This design comes from an exercise in tuning for small area, a short achievable clock period and few clock cycles per item on the open sky130 flow, not from production work. The RTL was checked by simulation tests, not by an equivalence proof against the original design. No activity file was given, so power comes from the tool's default toggle rates.

==> flow/design.v, too long to show whole: its modules and the start of the top module <==
// module alu_pre: 48 lines
// module alu_stage1: 788 lines
// module alu_stage2: 222 lines
// module pipelined_alu: 121 lines
module pipelined_alu (
  input  logic        clk,
  input  logic        rst,
  input  logic        in_valid,
  output logic        in_ready,
  input  logic [3:0]  op,
  input  logic [31:0] a,
  input  logic [31:0] b,
  output logic        out_valid,
  input  logic        out_ready,
  output logic [31:0] res,
  output logic [3:0]  flags,
  output logic [15:0] illegal_cnt
);
  // ...
==> flow/flow/run.sh <==
#!/bin/bash
set -euo pipefail
cd "$(dirname "$0")/.."
bash standard.sh synth > synth.log 2>&1
bash standard.sh "BUFFER_PORTS_ARGS=-buffer_cell sky130_fd_sc_hd__buf_2" finish > layout.log 2>&1
==> flow/standard.sh <==
#!/bin/bash
# synth_recipe.tcl (not shown) runs the flow's synth.tcl, then flattens the netlist and writes it again
# the make line also repeats each setting of config.mk as NAME=value (left out here)
make -C /OpenROAD-flow-scripts/flow DESIGN_CONFIG=/design/flow/config.mk WORK_HOME=/design/flow/orfs CLKGATE_MAP_FILE= SYNTH_SCRIPT=/design/flow/synth_recipe.tcl "${@:-finish}"
==> flow/config.mk <==
export PLATFORM = sky130hd
export DESIGN_NAME = pipelined_alu
export DESIGN_NICKNAME = pipelined_alu
export VERILOG_FILES = /design/flow/design.v
export SDC_FILE = /design/flow/constraint.sdc
export NUM_CORES = 4
export LEC_CHECK = 0
export CAP_MARGIN = 20
export CORE_MARGIN = 2
export CORE_UTILIZATION = 40
export CTS_CLUSTER_DIAMETER = 80
export CTS_CLUSTER_SIZE = 25
export SETUP_SLACK_MARGIN = 5
export SLEW_MARGIN = 20
==> flow/constraint.sdc <==
create_clock -name core_clock -period 9.0 [get_ports {clk}]
set_input_delay 1.8000 -clock core_clock [delete_from_list [all_inputs] [get_ports {clk}]]
set_output_delay 1.8000 -clock core_clock [all_outputs]
set_load 0.01 [all_outputs]
==> results by group, run 1 <==
Run status
  • Status: timing/DRC/antenna clean

Clock tree
  • CTS clk-pin slew, worst paths: about 100 ps
  • TritonCTS Buffers: 18
  • Postcts setup bufs: 5
  • H-tree levels: 1

Global route
  • Largest net degree at the start of global routing: 88
  • GRT Residual Overflow: 0
  • GRT met2 Usage: 0.383

Routing
  • Met2 WL post-DR: 33,400 um
  • Pre-antenna DRT Iters: 7

Layout
  • Multi-input comb cells: approximately 1,700
  • Multi-input combinational area share: 0.564
  • Sequential cells: roughly 260
  • Multi-input logic area: roughly 0.014 sq mm
  • Inverters, non-clock: about 150
  • FF/Latch Area: approximately 0.0076 sq mm
  • Most frequent cells in the layout: a22oi_1 (288), xnor2_1 (263), edfxtp_1 (236)
  • Most common cell after layout, fill and taps aside: a22oi_1

Synth
  • Synth Area in Adders: 0.207
  • Synth area leader: edfxtp_1
  • Synth Instances: 2,284
  • Synth Area in XOR/XNOR: 0.131
  • Count of cell types in the netlist: 69
  • Count leader, synth: a22oi_1

Placement
  • Placement Cell Area: ~0.024 sq mm
  • Placed cell count: roughly 3,000
  • PortBufs: ~130

Timing
  • Final Slew Violations: 0
  • RSZ-0062 raised after global routing: yes
  • Final setup fails: 0
  • Tightest Pin Transition: roughly 960 ps

Floorplan
  • Die area: roughly 0.06 sq mm
  • N_taps: between 700 and 800

Min path
  • Min-Delay Path Class: flop to flop
  • Hold path endpoint: fl2[2]
  • Critical hold path startpoint: legal1

Setup path
  • Worst setup path end: in_ready
  • CP required: approximately 7200 ps
  • CP endpoint kind: primary output
  • Crit Reg-Reg Endpoint: cut1[32]

Power
  • Net Switching: between 3 and 4 mW
  • LEAKAGE: between 9 and 10 nW
Testbench counts, summed over its fixed seeds: cycles 16,024, items 16,000.
==> inputs of run 2 (changes only) <==
==> flow/flow/run.sh (replaced) <==
#!/bin/bash
set -euo pipefail
cd "$(dirname "$0")/.."
bash standard.sh synth > synth.log 2>&1
bash standard.sh "BUFFER_PORTS_ARGS=-buffer_cell sky130_fd_sc_hd__buf_1" finish > layout.log 2>&1
==> results by group, run 2 <==
Synth
  • Async SR Flop Fraction: 0.0781 (unchanged)
  • Post-synthesis register bit count: 256 (unchanged)
  • Synth area leaders: edfxtp_1 (31%), fa_1 (17%), xnor2_1 (9.9%) (unchanged)
  • Post-synth top area share: 0.306 (unchanged)
  • Syn_nets: 2,625 (unchanged)
  • Synth Cell Area: 0.0232 sq mm (unchanged)
  • Synth Instances: 2,284 (unchanged)
  • Synth area leader: edfxtp_1 (unchanged)
  • Mean Syn Cell Area: 10.2 sq um (unchanged)
  • Most instantiated cells after synthesis: a22oi_1 (288), xnor2_1 (263), edfxtp_1 (236) (unchanged)
  • Prevailing post-synth register cell: edfxtp_1 (unchanged)
  • Yosys warnings: 3 (unchanged)
  • Count leader, synth: a22oi_1 (unchanged)
  • Post-synth EDFFs: 236 (unchanged)
  • Count of cell types in the netlist: 69 (unchanged)
  • Seq/Total Area, Yosys: 0.327 (unchanged)

Power
  • VDD IR max: 0.251 mV (was 0.234 mV)
  • LEAKAGE: 9.46 nW (was 9.72 nW)
  • Cell Pwr Density: 341 mW/mm^2 (was 338 mW/mm^2)
  • Overall Power: 8.68 mW (was 8.58 mW)

Layout
  • Post-route insts no fill: 3,078 (was 3,068)
  • Nets@finish: 2,639 (was 2,631)
  • # diodes: 0 (was 1)
  • Final instance area: 0.0255 sq mm (was 0.0254 sq mm)
  • Layout cells sized above 1: 0.0783 (was 0.126)
  • Fillers: 5,437 (was 5,447)
  • Most common cell after layout, fill and taps aside: a22oi_1 (unchanged)
  • Most frequent cells in the layout: a22oi_1 (288), xnor2_1 (263), edfxtp_1 (236) (unchanged)
  • Max reg flops: 93 (unchanged)
  • Area Overhead vs Synth: 9.89% (was 9.62%)
  • Final core utilization: 0.443 (was 0.442)
  • Largest Register: cut1 (unchanged)

Setup path
  • FF-to-FF setup slack: 5100 ps (was 5070 ps)
  • Startpoint Class: input pin (unchanged)
  • Worst-path fanout max: 2 (unchanged)
  • Critical path class: input pin to primary output (unchanged)
  • CP required: 7200 ps (about the same)
  • CP peak stage delay: 220 ps (about the same)
  • Worst path cell trace: buf_6, or2_4, buf_6 (unchanged)
  • R2r startpoint: bone0[7] (was is_mul0)
  • CP max stage cell: or2_4 (unchanged)
  • Critical path's most frequent cell: buf_6 (unchanged)
  • Arrival @ worst endpoint: 2230 ps (about the same)
  • R2R cell count: 9 (was 10)
  • CP endpoint kind: primary output (unchanged)
  • Crit Reg-Reg Endpoint: cut1[86] (was cut1[32])

Run status
  • Status: timing/DRC/antenna clean (unchanged)

Routing
  • Via density per instance: 5.90 (was 5.92)
  • Pre-antenna DRT Iters: 6 (was 7)
  • Drt total wl: 72,400 um (about the same)
  • Routed Antenna Nets: 0 (unchanged)
  • Vias: 18,200 (about the same)
  • Initial DRC count: 1,917 (was 1,950)
  • Drt drc: 0 (unchanged)
  • WL per Instance: 23.5 um (was 23.6 um)

Clock tree
  • Worst skew pair latency: 560 ps (was 570 ps)
  • CTS tree: done (unchanged)
  • TritonCTS Buffers: 21 (was 18)
  • H-tree levels: 1 (unchanged)
  • CTS clk-pin slew, worst paths: 80 ps (was 100 ps)
  • CTS sink count: 256 (unchanged)
  • Clock root buffer master: clkbuf_16 (unchanged)
  • CTS Buffer Depth: 3 (unchanged)
  • Hold-fix buffers, CTS: 0 (unchanged)

Timing
  • Fin crit period: 4030 ps (about the same)
  • Tightest Pin Transition: 949 ps (was 965 ps)
  • Setup Total Neg Slack: 0 ps (unchanged)
  • Fin Clk Skew: 21.9 ps (was 47.0 ps)
  • Fin. Hold Viols: 0 (unchanged)
  • Final WS setup: 4970 ps (about the same)
  • RSZ-0062 raised after global routing: yes (unchanged)
  • Final worst-path cycle share: 0.448 (about the same)
  • FMAX: 248 MHz (about the same)
  • Final Slew Violations: 0 (unchanged)
  • Hold_ws: 427 ps (was 435 ps)
  • Final setup fails: 0 (unchanged)
  • Slew headroom: 0.367 (was 0.357)

Floorplan
  • DIE HEIGHT: 245 um (unchanged)
  • Die area: 0.0599 sq mm (unchanged)
  • FP Rows: 88 (unchanged)
  • Die width: 245 um (unchanged)
  • Initial core utilization: 0.403 (unchanged)
  • Io pins: 126 (unchanged)
  • Core Area: 0.0575 sq mm (unchanged)

Global route
  • First-pass GRT wire length: 109,000 um (was 110,000 um)
  • Layer with the highest usage: met2 (unchanged)
  • Initial antenna violation count: 0 (was 3)
  • Vias in the first global route: 17,800 (about the same)
  • GRT met1 Usage: 0.318 (was 0.316)
  • GRT met2 Usage: 0.378 (was 0.383)
  • GRT Residual Overflow: 0 (unchanged)
  • GR Layer Usage met3: 0.0478 (was 0.0473)
  • GRT Util Overall: 0.238 (was 0.239)
  • Largest net degree at the start of global routing: 73 (was 88)

Placement
  • Post-DP HPWL: 51,400 um (was 51,800 um)
  • Placed cell count: 3,001 (was 3,003)
  • Pre-CTS setup slack: 4540 ps (was 4570 ps)
  • Gpl congestion: 0.912 (was 0.915)
  • PortBufs: 125 (unchanged)
  • Placement Cell Area: 0.0241 sq mm (was 0.0243 sq mm)

Run
  • Maxcap violations: 0 (unchanged)

Min path
  • Hold path cells: 0 (unchanged)
  • Hold path endpoint: rev1 (was fl2[2])
  • Min-Delay Path Class: flop to flop (unchanged)
  • Critical hold path startpoint: rev0 (was legal1)
-- run 2: final cells by class --
cell class / count / area, sq um / area share
flip-flops and latches: 256 / 7590 / 0.298
well taps: 765 / 957 / 0.0376
multi-input cells: 1665 / 14300 / 0.563
repair buffers: 202 / 1260 / 0.0495
inverters: 152 / 571 / 0.0224
clock inverters: 16 / 235 / 0.00923
clock buffers: 22 / 529 / 0.0208
-- run 2: worst max-delay path, delay by kind of cell --
kind                   cells  cell delay, ps
buffers and inverters      2             210
AND/OR/NAND/NOR            1             220
-- run 2: worst max path at each step --
stage / from / endpoint / slack, ps / depth (start not counted)
after floorplan: is_mul0 / cut1[89] / 5000 / 14
after global placement: is_mul0 / cut1[28] / 4660 / 11
after detailed placement: is_mul0 / cut1[86] / 4540 / 10
after CTS: a0[14] / cut1[86] / 4930 / 9
after global routing: out_ready / in_ready / 4970 / 3
final: out_ready / in_ready / 4970 / 3
-- run 2: what timing repair did --
item / CTS / global route
pin swaps: 1 / 0
resized for setup: 19 / 19
hold endpoints to repair: 0 / 0
setup endpoints to repair: 74 / 25
setup buffers: 9 / 29
-- run 2: cell families (layout without fill, tap and decap cells) --
family                     Yosys count  count (layout)  synth area share
and+or+nand+nor                    395             395            0.0764
buffers and inverters              363             392            0.0597
AOI/OAI and AO/OA                  614             614             0.179
xor gates and xnor gates           348             348             0.131
adders and majority gates          269             269             0.207
muxes                               39              39            0.0188
DFF                                256             256             0.327
-- run 2: power by group --
group / leakage [nW] / internal (mW) / switching, mW
sequential: 2.76 / 1.93 / 0.330
combinational: 6.32 / 2.26 / 3.13
clock: 0.371 / 0.503 / 0.528
-- run 2: per-layer routing --
metal  routed length, um  vias up  part of all wire
met1               29300     9014              0.40
li1                    -     8076                 -
met5                   0        -                 0
met2               33500      934              0.46
met4                2750        0             0.038
met3                6820      136             0.094
==> inputs of run 3 (changes only) <==
--- a/flow/config.mk
+++ b/flow/config.mk
@@ -8,7 +8,8 @@
 export CAP_MARGIN = 20
 export CORE_MARGIN = 2
 export CORE_UTILIZATION = 40
-export CTS_CLUSTER_DIAMETER = 80
-export CTS_CLUSTER_SIZE = 25
+export CTS_CLUSTER_DIAMETER = 90
+export CTS_CLUSTER_SIZE = 30
+export PLACE_DENSITY = 0.7
 export SETUP_SLACK_MARGIN = 5
 export SLEW_MARGIN = 20
==> results by group, run 3 <==
Run status
  • Status: timing/DRC/antenna clean (unchanged)

Synth
  • Count leader, synth: a22oi_1 (unchanged)
  • Synth Instances: 2,284 (unchanged)
  • Synth area leaders: edfxtp_1 (31%), fa_1 (17%), xnor2_1 (9.9%) (unchanged)
  • Synth area leader: edfxtp_1 (unchanged)
  • Most instantiated cells after synthesis: a22oi_1 (288), xnor2_1 (263), edfxtp_1 (236) (unchanged)
  • Post-synth top area share: 0.306 (unchanged)
  • Mean Syn Cell Area: 10.2 sq um (unchanged)
  • Synth Cell Area: 0.0232 sq mm (unchanged)
  • Async SR Flop Fraction: 0.0781 (unchanged)
  • Post-synthesis register bit count: 256 (unchanged)
  • Syn_nets: 2,625 (unchanged)
  • Yosys warnings: 3 (unchanged)
  • Prevailing post-synth register cell: edfxtp_1 (unchanged)
  • Post-synth EDFFs: 236 (unchanged)
  • Seq/Total Area, Yosys: 0.327 (unchanged)
  • Count of cell types in the netlist: 69 (unchanged)

Floorplan
  • Die width: 245 um (unchanged)
  • DIE HEIGHT: 245 um (unchanged)
  • FP Rows: 88 (unchanged)
  • Io pins: 126 (unchanged)
  • Die area: 0.0599 sq mm (unchanged)
  • Initial core utilization: 0.403 (unchanged)
  • Core Area: 0.0575 sq mm (unchanged)

Power
  • Cell Pwr Density: 335 mW/mm^2 (was 341 mW/mm^2)
  • VDD IR max: 0.260 mV (was 0.251 mV)
  • LEAKAGE: 9.36 nW (was 9.46 nW)

Global route
  • GRT Residual Overflow: 0 (unchanged)
  • Vias in the first global route: 18,000 (was 17,800)
  • Initial antenna violation count: 1 (was 0)
  • First-pass GRT wire length: 108,000 um (was 109,000 um)
  • GRT Util Overall: 0.233 (was 0.238)
  • Largest net degree at the start of global routing: 93 (was 73)

Routing
  • Pre-antenna DRT Iters: 8 (was 6)
  • Routed Antenna Nets: 0 (unchanged)
  • Via density per instance: 6.03 (was 5.90)
  • WL per Instance: 23.2 um (was 23.5 um)
  • Initial DRC count: 2,007 (was 1,917)
  • Drt total wl: 71,100 um (was 72,400 um)
  • Drt drc: 0 (unchanged)
  • Vias: 18,500 (was 18,200)

Layout
  • Multi-input logic area: 0.0143 sq mm (about the same)
  • Largest Register: cut1 (unchanged)
  • FF/Latch Area: 0.00759 sq mm (unchanged)
  • Nets@finish: 2,632 (was 2,639)
  • Most common cell after layout, fill and taps aside: a22oi_1 (unchanged)
  • Max reg flops: 93 (unchanged)
  • Layout cells sized above 1: 0.0734 (was 0.0783)
  • Area Overhead vs Synth: 8.87% (was 9.89%)
  • Final instance area: 0.0252 sq mm (was 0.0255 sq mm)
  • Most frequent cells in the layout: a22oi_1 (288), xnor2_1 (263), edfxtp_1 (236) (unchanged)
  • Fillers: 5,388 (was 5,437)

Setup path
  • Critical path's most frequent cell: buf_6 (unchanged)
  • CP required: 7200 ps (about the same)
  • CP max stage cell: or2_4 (unchanged)
  • CP endpoint kind: primary output (unchanged)
  • R2r startpoint: btwo0[5] (was bone0[7])
  • Worst path cell trace: buf_6, or2_4, buf_6 (unchanged)
  • FF-to-FF setup slack: 5100 ps (about the same)
  • Startpoint Class: input pin (unchanged)
  • Arrival @ worst endpoint: 2230 ps (about the same)
  • Worst-path fanout max: 2 (unchanged)
  • CP startpoint: out_ready (unchanged)
  • Critical path class: input pin to primary output (unchanged)
  • CP peak stage delay: 220 ps (about the same)

Clock tree
  • Clock root buffer master: clkbuf_16 (unchanged)
  • CTS tree: done (unchanged)
  • TritonCTS Buffers: 16 (was 21)
  • CTS clk-pin slew, worst paths: 110 ps (was 80 ps)
  • CTS Buffer Depth: 3 (unchanged)
  • Worst skew pair latency: 550 ps (was 560 ps)
  • H-tree levels: 1 (unchanged)
  • Hold-fix buffers, CTS: 0 (unchanged)
  • CTS sink count: 256 (unchanged)

Min path
  • Min-Delay Path Class: flop to flop (unchanged)
  • Critical hold path startpoint: legal1 (was rev0)

Timing
  • Setup Total Neg Slack: 0 ps (unchanged)
  • Final worst-path cycle share: 0.447 (was 0.448)
  • Final Slew Violations: 0 (unchanged)
  • Final setup fails: 0 (unchanged)
  • Final WS setup: 4970 ps (about the same)
  • FMAX: 248 MHz (about the same)
  • RSZ-0062 raised after global routing: yes (unchanged)
  • Slew headroom: 0.348 (was 0.367)
  • Fin. Hold Viols: 0 (unchanged)
  • Tightest Pin Transition: 978 ps (was 949 ps)
  • Fin crit period: 4030 ps (about the same)
  • Fin Clk Skew: 32.4 ps (was 21.9 ps)

Placement
  • Gpl congestion: 0.911 (was 0.912)
  • Post-DP HPWL: 49,500 um (was 51,400 um)
  • Pre-CTS setup slack: 4130 ps (was 4540 ps)
  • Placement Cell Area: 0.0241 sq mm (about the same)
  • PortBufs: 125 (unchanged)

Run
  • Maxcap violations: 0 (unchanged)
==> run 3: cell counts after synthesis <==
No cell type changed its count.
==> run 3: routing by layer <==
metal / track usage / share of wire / vias up
met5: 0 / 0 / -
met4: 0.104 / 0.052 / 0
met3: 0.0512 / 0.11 / 242
met2: 0.370 / 0.46 / 1183
met1: 0.304 / 0.38 / 9012
li1: - / - / 8052
==> run 3: timing repair <==
action                                 4_1_cts  5_1_grt
endpoints found under the hold margin        0        0
buffers inserted                            16       23
setup endpoints to repair                   87       26
pin swaps                                    1        0
gates resized for setup                     12       18
==> run 3: worst max-delay path: cells and delay by family <==
family,cells,cell delay [ps]
simple gates,1,220
buf+inv,2,210
==> run 3: metrics by stage <==
| step | total power, mW | utilization | instances | hold WS (ps) |
|---|---|---|---|---|
| 2_1_floorplan | 6.05 | - | 2284 | 400 |
| 3_3_place_gp | 7.32 | 0.420 | 2999 | 404 |
| 3_5_place_dp | 7.48 | 0.420 | 2999 | 421 |
| 4_1_cts | 8.40 | 0.434 | 3043 | 448 |
| 5_1_grt | 9.15 | 0.439 | 3066 | 448 |
| 6_report | 8.44 | 0.439 | 3067 | 443 |
==> run 3: final timing paths <==
path / endpoint / depth (start not counted)
min: fl2[2] / 0
max: in_ready / 3
min in group asynchronous: cnt[8] / 2
max in group asynchronous: cnt[4] / 2
min reg2reg: fl2[2] / 0
max reg2reg: cut1[37] / 9
==> run 3: cells by family (layout without fill, tap and decap cells) <==
family	count (synthesis)	in the layout	synth area share
AOI/OAI and AO/OA	614	614	0.179
xor gates and xnor gates	348	348	0.131
muxes	39	39	0.0188
and+or+nand+nor	395	395	0.0764
buffers and inverters	363	380	0.0597
DFF	256	256	0.327
adders and majority gates	269	269	0.207
other	0	1	0
==> run 3: power breakdown <==
group	switching, mW	internal, mW	leakage (nW)
registers	0.333	1.93	2.76
logic	3.07	2.25	6.32
clock network	0.479	0.387	0.282
total	3.88	4.56	9.36
==> run 3: cell type report <==
class,instances,share of cell area
multi-input cells,1665,0.567
flip-flops and latches,256,0.301
repair buffers,200,0.0482
well taps,765,0.0379
inverters,152,0.0226
clock buffers,19,0.0171
clock inverters,9,0.00600
diodes,1,0.0000991
==> inputs of run 4 (changes only) <==
--- a/flow/config.mk
+++ b/flow/config.mk
@@ -10,6 +10,5 @@
 export CORE_UTILIZATION = 40
 export CTS_CLUSTER_DIAMETER = 90
 export CTS_CLUSTER_SIZE = 30
-export PLACE_DENSITY = 0.7
 export SETUP_SLACK_MARGIN = 5
 export SLEW_MARGIN = 20
==> results by group, run 4 <==
Global route
  • Layer with the highest usage: met2 (unchanged)
  • GR Layer Usage met3: 0.0458 (was 0.0512)
  • Initial antenna violation count: 1 (unchanged)
  • GRT Residual Overflow: 0 (unchanged)
  • Largest net degree at the start of global routing: 73 (was 93)
  • Vias in the first global route: 17,700 (was 18,000)
  • GRT met1 Usage: 0.320 (was 0.304)
  • GRT Util Overall: 0.238 (was 0.233)
  • GRT met2 Usage: 0.378 (was 0.370)
  • First-pass GRT wire length: 109,000 um (was 108,000 um)

Timing
  • Setup Total Neg Slack: 0 ps (unchanged)
  • Slew headroom: 0.363 (was 0.348)
  • Final setup fails: 0 (unchanged)
  • Final Slew Violations: 0 (unchanged)
  • Final worst-path cycle share: 0.448 (was 0.447)
  • Tightest Pin Transition: 955 ps (was 978 ps)
  • Fin Clk Skew: 39.6 ps (was 32.4 ps)
  • Fin. Hold Viols: 0 (unchanged)
  • RSZ-0062 raised after global routing: yes (unchanged)
  • FMAX: 248 MHz (about the same)
  • Fin crit period: 4030 ps (about the same)

Layout
  • Area Overhead vs Synth: 9.31% (was 8.87%)
  • Largest Register: cut1 (unchanged)
  • # diodes: 0 (was 1)
  • Most common cell after layout, fill and taps aside: a22oi_1 (unchanged)
  • Layout cells sized above 1: 0.0755 (was 0.0734)
  • Multi-input logic area: 0.0143 sq mm (about the same)
  • Most frequent cells in the layout: a22oi_1 (288), xnor2_1 (263), edfxtp_1 (236) (unchanged)
  • Fillers: 5,463 (was 5,388)
  • FF/Latch Area: 0.00759 sq mm (unchanged)
  • Nets@finish: 2,635 (was 2,632)
  • Final instance area: 0.0253 sq mm (was 0.0252 sq mm)
  • Max reg flops: 93 (unchanged)

Synth
  • Prevailing post-synth register cell: edfxtp_1 (unchanged)
  • Post-synthesis register bit count: 256 (unchanged)
  • Mean Syn Cell Area: 10.2 sq um (unchanged)
  • Synth area leader: edfxtp_1 (unchanged)
  • Most instantiated cells after synthesis: a22oi_1 (288), xnor2_1 (263), edfxtp_1 (236) (unchanged)
  • Async SR Flop Fraction: 0.0781 (unchanged)
  • Syn_nets: 2,625 (unchanged)
  • Count of cell types in the netlist: 69 (unchanged)
  • Count leader, synth: a22oi_1 (unchanged)
  • Synth Cell Area: 0.0232 sq mm (unchanged)
  • Synth Instances: 2,284 (unchanged)
  • Yosys warnings: 3 (unchanged)
  • Post-synth EDFFs: 236 (unchanged)
  • Post-synth top area share: 0.306 (unchanged)
  • Seq/Total Area, Yosys: 0.327 (unchanged)
  • Synth area leaders: edfxtp_1 (31%), fa_1 (17%), xnor2_1 (9.9%) (unchanged)

Routing
  • Drt total wl: 72,300 um (was 71,100 um)
  • Via density per instance: 5.90 (was 6.03)
  • Initial DRC count: 2,001 (was 2,007)
  • Pre-antenna DRT Iters: 6 (was 8)
  • Drt drc: 0 (unchanged)
  • WL per Instance: 23.5 um (was 23.2 um)
  • Vias: 18,100 (was 18,500)
  • Routed Antenna Nets: 0 (unchanged)

Setup path
  • CP top delay family: simple AND/OR/NAND/NOR gates (unchanged)
  • CP peak stage delay: 220 ps (about the same)
  • Arrival @ worst endpoint: 2230 ps (about the same)
  • R2r startpoint: a0[10] (was btwo0[5])
  • Critical path's most frequent cell: buf_6 (unchanged)
  • CP required: 7200 ps (about the same)
  • Worst path cell trace: buf_6, or2_4, buf_6 (unchanged)
  • CP max stage cell: or2_4 (unchanged)
  • CP startpoint: out_ready (unchanged)
  • Worst-path fanout max: 2 (unchanged)
  • Buffer and inverter count on the worst path: 2 (unchanged)
  • Critical path class: input pin to primary output (unchanged)
  • Startpoint Class: input pin (unchanged)
  • CP endpoint kind: primary output (unchanged)

Placement
  • PortBufs: 125 (unchanged)
  • Gpl congestion: 0.912 (was 0.911)
  • Post-DP HPWL: 51,400 um (was 49,500 um)
  • Placement Cell Area: 0.0241 sq mm (about the same)

Floorplan
  • Io pins: 126 (unchanged)
  • Initial core utilization: 0.403 (unchanged)
  • Die area: 0.0599 sq mm (unchanged)
  • FP Rows: 88 (unchanged)
  • Core Area: 0.0575 sq mm (unchanged)
  • Die width: 245 um (unchanged)
  • DIE HEIGHT: 245 um (unchanged)

Power
  • Cell Pwr Density: 339 mW/mm^2 (was 335 mW/mm^2)
  • VDD IR max: 0.248 mV (was 0.260 mV)
  • LEAKAGE: 9.40 nW (was 9.36 nW)

Clock tree
  • CTS Buffer Depth: 3 (unchanged)
  • CTS clk-pin slew, worst paths: 110 ps (about the same)
  • H-tree levels: 1 (unchanged)
  • TritonCTS Buffers: 18 (was 16)
  • Clock root buffer master: clkbuf_16 (unchanged)
  • Hold-fix buffers, CTS: 0 (unchanged)
  • Worst skew pair latency: 550 ps (about the same)
  • CTS sink count: 256 (unchanged)
  • CTS tree: done (unchanged)

Run status
  • Status: timing/DRC/antenna clean (unchanged)

Min path
  • Critical hold path startpoint: legal1 (unchanged)
  • Min-Delay Path Class: flop to flop (unchanged)

Run
  • Maxcap violations: 0 (unchanged)
run 4: cell counts after synthesis:
No cell type changed its count.
run 4: through the flow:
step	util	setup WS [ps]	hold slack (ps)	instances	total power, mW
detailed placement	0.420	4540	407	3001	7.60
CTS	0.435	4940	433	3042	8.59
global placement	0.420	4660	409	3001	7.47
global route	0.441	4940	447	3071	9.31
floorplan	-	5000	400	2284	6.05
finish	0.441	4970	433	3071	8.59
run 4: metal layers:
| metal | part of all wire | vias up |
|---|---|---|
| met5 | 0.00014 | - |
| met4 | 0.038 | 2 |
| met3 | 0.086 | 131 |
| met2 | 0.47 | 901 |
| met1 | 0.41 | 9006 |
| li1 | - | 8068 |
run 4: logic make-up after synthesis:
logic type | count (synthesis) | synth area share
DFF | 256 | 0.327
buffers and inverters | 363 | 0.0597
xor gates and xnor gates | 348 | 0.131
and+or+nand+nor | 395 | 0.0764
AOI/OAI and AO/OA | 614 | 0.179
muxes | 39 | 0.0188
adders and majority gates | 269 | 0.207
run 4: worst paths after layout:
kind	endpoint	slack [ps]	depth (start not counted)
worst max register to register	cut1[28]	5070	9
min in group asynchronous	cnt[9]	1350	2
worst max-delay path	in_ready	4970	3
worst min-delay path	fl2[2]	430	0
worst min register to register	fl2[2]	430	0
max in group asynchronous	cnt[10]	7160	2
run 4: area by class of cell:
type	count	area share
Clock inverter	12	0.00849
Sequential cell	256	0.299
Inverter	152	0.0225
Timing Repair Buffer	201	0.0478
Tap cell	765	0.0378
Clock buffer	20	0.0189
Multi-Input combinational cell	1665	0.565
run 4: power breakdown:
| group | switching [mW] | internal (mW) |
|---|---|---|
| combinational | 3.12 | 2.26 |
| clock | 0.518 | 0.435 |
| sequential | 0.334 | 1.93 |
run 4: what timing repair did:
item / in CTS / in global routing
pin swaps: 1 / 0
buffers inserted: 9 / 28
endpoints found under the setup margin: 74 / 25
gates resized for setup: 19 / 14
==> inputs of run 5 (changes only) <==
--- a/flow/config.mk
+++ b/flow/config.mk
@@ -10,5 +10,5 @@
 export CORE_UTILIZATION = 40
 export CTS_CLUSTER_DIAMETER = 90
 export CTS_CLUSTER_SIZE = 30
-export SETUP_SLACK_MARGIN = 5
+export SETUP_SLACK_MARGIN = 4.97
 export SLEW_MARGIN = 20
==> results by group, run 5 <==
Timing
  • Final worst-path cycle share: 0.447 (was 0.448)
  • Fin crit period: 4030 ps (about the same)
  • Fin. Hold Viols: 0 (unchanged)
  • Slew headroom: 0.273 (was 0.363)
  • FMAX: 248 MHz (about the same)
  • Setup Total Neg Slack: 0 ps (unchanged)
  • Tightest Pin Transition: 1090 ps (was 955 ps)
  • Final Slew Violations: 0 (unchanged)
  • RSZ-0062 raised after global routing: yes (unchanged)
  • Final setup fails: 0 (unchanged)
  • Fin Clk Skew: 27.5 ps (was 39.6 ps)
  • Hold_ws: 455 ps (was 433 ps)

Layout
  • Area Overhead vs Synth: 8.34% (was 9.31%)
  • Max reg flops: 93 (unchanged)
  • Fillers: 5,488 (was 5,463)
  • Final instance area: 0.0251 sq mm (was 0.0253 sq mm)
  • # diodes: 0 (unchanged)
  • Layout cells sized above 1: 0.0686 (was 0.0755)
  • Final core utilization: 0.437 (was 0.441)
  • Nets@finish: 2,619 (was 2,635)
  • Largest Register: cut1 (unchanged)
  • Most frequent cells in the layout: a22oi_1 (288), xnor2_1 (263), edfxtp_1 (236) (unchanged)
  • Most common cell after layout, fill and taps aside: a22oi_1 (unchanged)

Setup path
  • Worst path cell trace: clkbuf_2, or2_4, buf_6 (was buf_6, or2_4, buf_6)
  • Arrival @ worst endpoint: 2230 ps (about the same)
  • Startpoint Class: input pin (unchanged)
  • Critical path class: input pin to primary output (unchanged)
  • Worst-path fanout max: 2 (unchanged)
  • R2R cell count: 10 (was 9)
  • CP endpoint kind: primary output (unchanged)
  • CP max stage cell: or2_4 (unchanged)
  • Buffer and inverter count on the worst path: 2 (unchanged)
  • CP top delay family: simple AND/OR/NAND/NOR gates (unchanged)
  • CP peak stage delay: 220 ps (about the same)
  • CP required: 7200 ps (about the same)
  • Cell count along the critical path: 3 (unchanged)

Floorplan
  • Die area: 0.0599 sq mm (unchanged)
  • Initial core utilization: 0.403 (unchanged)
  • DIE HEIGHT: 245 um (unchanged)
  • Die width: 245 um (unchanged)
  • Core Area: 0.0575 sq mm (unchanged)
  • Io pins: 126 (unchanged)
  • FP Rows: 88 (unchanged)

Clock tree
  • TritonCTS Buffers: 16 (was 18)
  • Worst skew pair latency: 550 ps (about the same)
  • CTS tree: done (unchanged)
  • CTS clk-pin slew, worst paths: 110 ps (about the same)
  • CTS sink count: 256 (unchanged)
  • Hold-fix buffers, CTS: 0 (unchanged)
  • CTS Buffer Depth: 3 (unchanged)
  • H-tree levels: 1 (unchanged)
  • Clock root buffer master: clkbuf_16 (unchanged)

Synth
  • Post-synth top area share: 0.306 (unchanged)
  • Yosys warnings: 3 (unchanged)
  • Seq/Total Area, Yosys: 0.327 (unchanged)
  • Async SR Flop Fraction: 0.0781 (unchanged)
  • Synth Cell Area: 0.0232 sq mm (unchanged)
  • Count of cell types in the netlist: 69 (unchanged)
  • Syn_nets: 2,625 (unchanged)
  • Synth area leaders: edfxtp_1 (31%), fa_1 (17%), xnor2_1 (9.9%) (unchanged)
  • Prevailing post-synth register cell: edfxtp_1 (unchanged)
  • Synth Instances: 2,284 (unchanged)
  • Most instantiated cells after synthesis: a22oi_1 (288), xnor2_1 (263), edfxtp_1 (236) (unchanged)
  • Synth area leader: edfxtp_1 (unchanged)
  • Post-synth EDFFs: 236 (unchanged)
  • Post-synthesis register bit count: 256 (unchanged)
  • Mean Syn Cell Area: 10.2 sq um (unchanged)
  • Count leader, synth: a22oi_1 (unchanged)

Routing
  • WL per Instance: 23.6 um (was 23.5 um)
  • Routed Antenna Nets: 0 (unchanged)
  • Initial DRC count: 1,942 (was 2,001)
  • Pre-antenna DRT Iters: 6 (unchanged)
  • Via density per instance: 5.91 (was 5.90)
  • Drt total wl: 71,900 um (was 72,300 um)
  • Drt drc: 0 (unchanged)
  • Vias: 18,000 (was 18,100)

Min path
  • Min-Delay Path Class: flop to flop (unchanged)
  • Hold path cells: 0 (unchanged)

Placement
  • Placement Cell Area: 0.0241 sq mm (about the same)
  • Gpl congestion: 0.897 (was 0.912)
  • PortBufs: 125 (unchanged)
  • Post-DP HPWL: 51,200 um (was 51,400 um)

Run
  • Maxcap violations: 0 (unchanged)

Global route
  • Largest net degree at the start of global routing: 86 (was 73)
  • Initial antenna violation count: 1 (unchanged)
  • Vias in the first global route: 18,000 (was 17,700)
  • First-pass GRT wire length: 109,000 um (about the same)
  • GRT Residual Overflow: 0 (unchanged)
  • GRT Util Overall: 0.236 (was 0.238)

Power
  • Overall Power: 8.49 mW (was 8.59 mW)
  • Cell Pwr Density: 338 mW/mm^2 (was 339 mW/mm^2)
  • LEAKAGE: 9.29 nW (was 9.40 nW)
  • VDD IR max: 0.246 mV (was 0.248 mV)

Run status
  • Status: timing/DRC/antenna clean (unchanged)
-- run 5: worst paths after layout --
kind	startpoint	end	slack, ps
worst max register to register	is_mul0	cut1[32]	5040
worst max-delay path	out_ready	in_ready	4970
min in group asynchronous	rst	cnt[13]	1340
max in group asynchronous	rst	cnt[2]	7180
worst min register to register	legal1	fl2[2]	450
worst min-delay path	legal1	fl2[2]	450
-- run 5: routing by layer --
| metal | track usage | routed length (um) | up-vias |
|---|---|---|---|
| met5 | 0 | 0 | - |
| met4 | 0.0952 | 3000 | 0 |
| met3 | 0.0444 | 6470 | 155 |
| met2 | 0.384 | 33600 | 912 |
| met1 | 0.311 | 28800 | 8957 |
| li1 | - | - | 8024 |
-- run 5: cells by family (layout without fill, tap and decap cells) --
kind of cell    count (synthesis)  after routing  synth area share
buf+inv                       363            367            0.0597
simple gates                  395            395            0.0764
compound gates                614            614             0.179
mux                            39             39            0.0188
fa+ha+maj                     269            269             0.207
flops                         256            256             0.327
xor+xnor                      348            348             0.131
-- run 5: area by class of cell --
cell class                      instances  area (sq um)  area share
Clock inverter                         11           169     0.00672
Tap cell                              765           957      0.0381
Sequential cell                       256          7590       0.302
Clock buffer                           17           425      0.0169
Multi-Input combinational cell       1665         14300       0.571
Timing Repair Buffer                  187          1080      0.0428
Inverter                              152           571      0.0227
-- run 5: power by group --
group | total, mW | internal, mW | switching (mW)
clock network | 0.877 | 0.406 | 0.472
registers | 2.27 | 1.93 | 0.338
logic | 5.34 | 2.25 | 3.09
-- run 5: per-stage QoR --
stage                     std cells  worst slack, ps
after floorplan                2284             4980
after global placement         3002             4650
after detailed placement       3002             4530
after CTS                      3039             4970
after global routing           3053             4960
final                          3053             4970
-- run 5: what timing repair did --
action	in CTS	in global routing
resized for setup	18	14
buffers inserted	9	13
pin swaps	1	0
endpoints found under the setup margin	74	8

==> static timing again, ports no longer ideal <==
How much do the figures lean on ideal ports? The routed layouts below were timed once more, with nothing changed but the port constraints.
Step 1, drivers: a clkbuf_16 drives clk and a buf_2 each remaining input, both assumed.
Step 2, shift: input delay + t, output delay - t, t = (earliest + latest rising clock arrival at the registers) / 2. This alone moves slack from input paths to output paths.
a / b / c = ideal / step 1 / step 2; a / b = the first two.
run | t (ns) | setup slack, ns | latest minus earliest clock arrival (ns) | worst slew at a driven data input, ns
run 1 | 0.603 | 4.968 / 4.930 / 4.930 | 0.047 / 0.047 | 0.06
run 2 | 0.609 | 4.972 / 4.940 / 4.940 | 0.023 / 0.022 | 0.06
run 3 | 0.598 | 4.973 / 4.943 / 4.917 | 0.033 / 0.032 | 0.06
run 4 | 0.593 | 4.971 / 4.939 / 4.926 | 0.039 / 0.039 | 0.06
run 5 | 0.588 | 4.973 / 4.947 / 4.947 | 0.028 / 0.028 | 0.05
After both steps setup and hold are still met in every run listed. The setup slack of run 3, which loses most, moves by -0.030 ns with the drivers and by -0.056 ns with both steps.
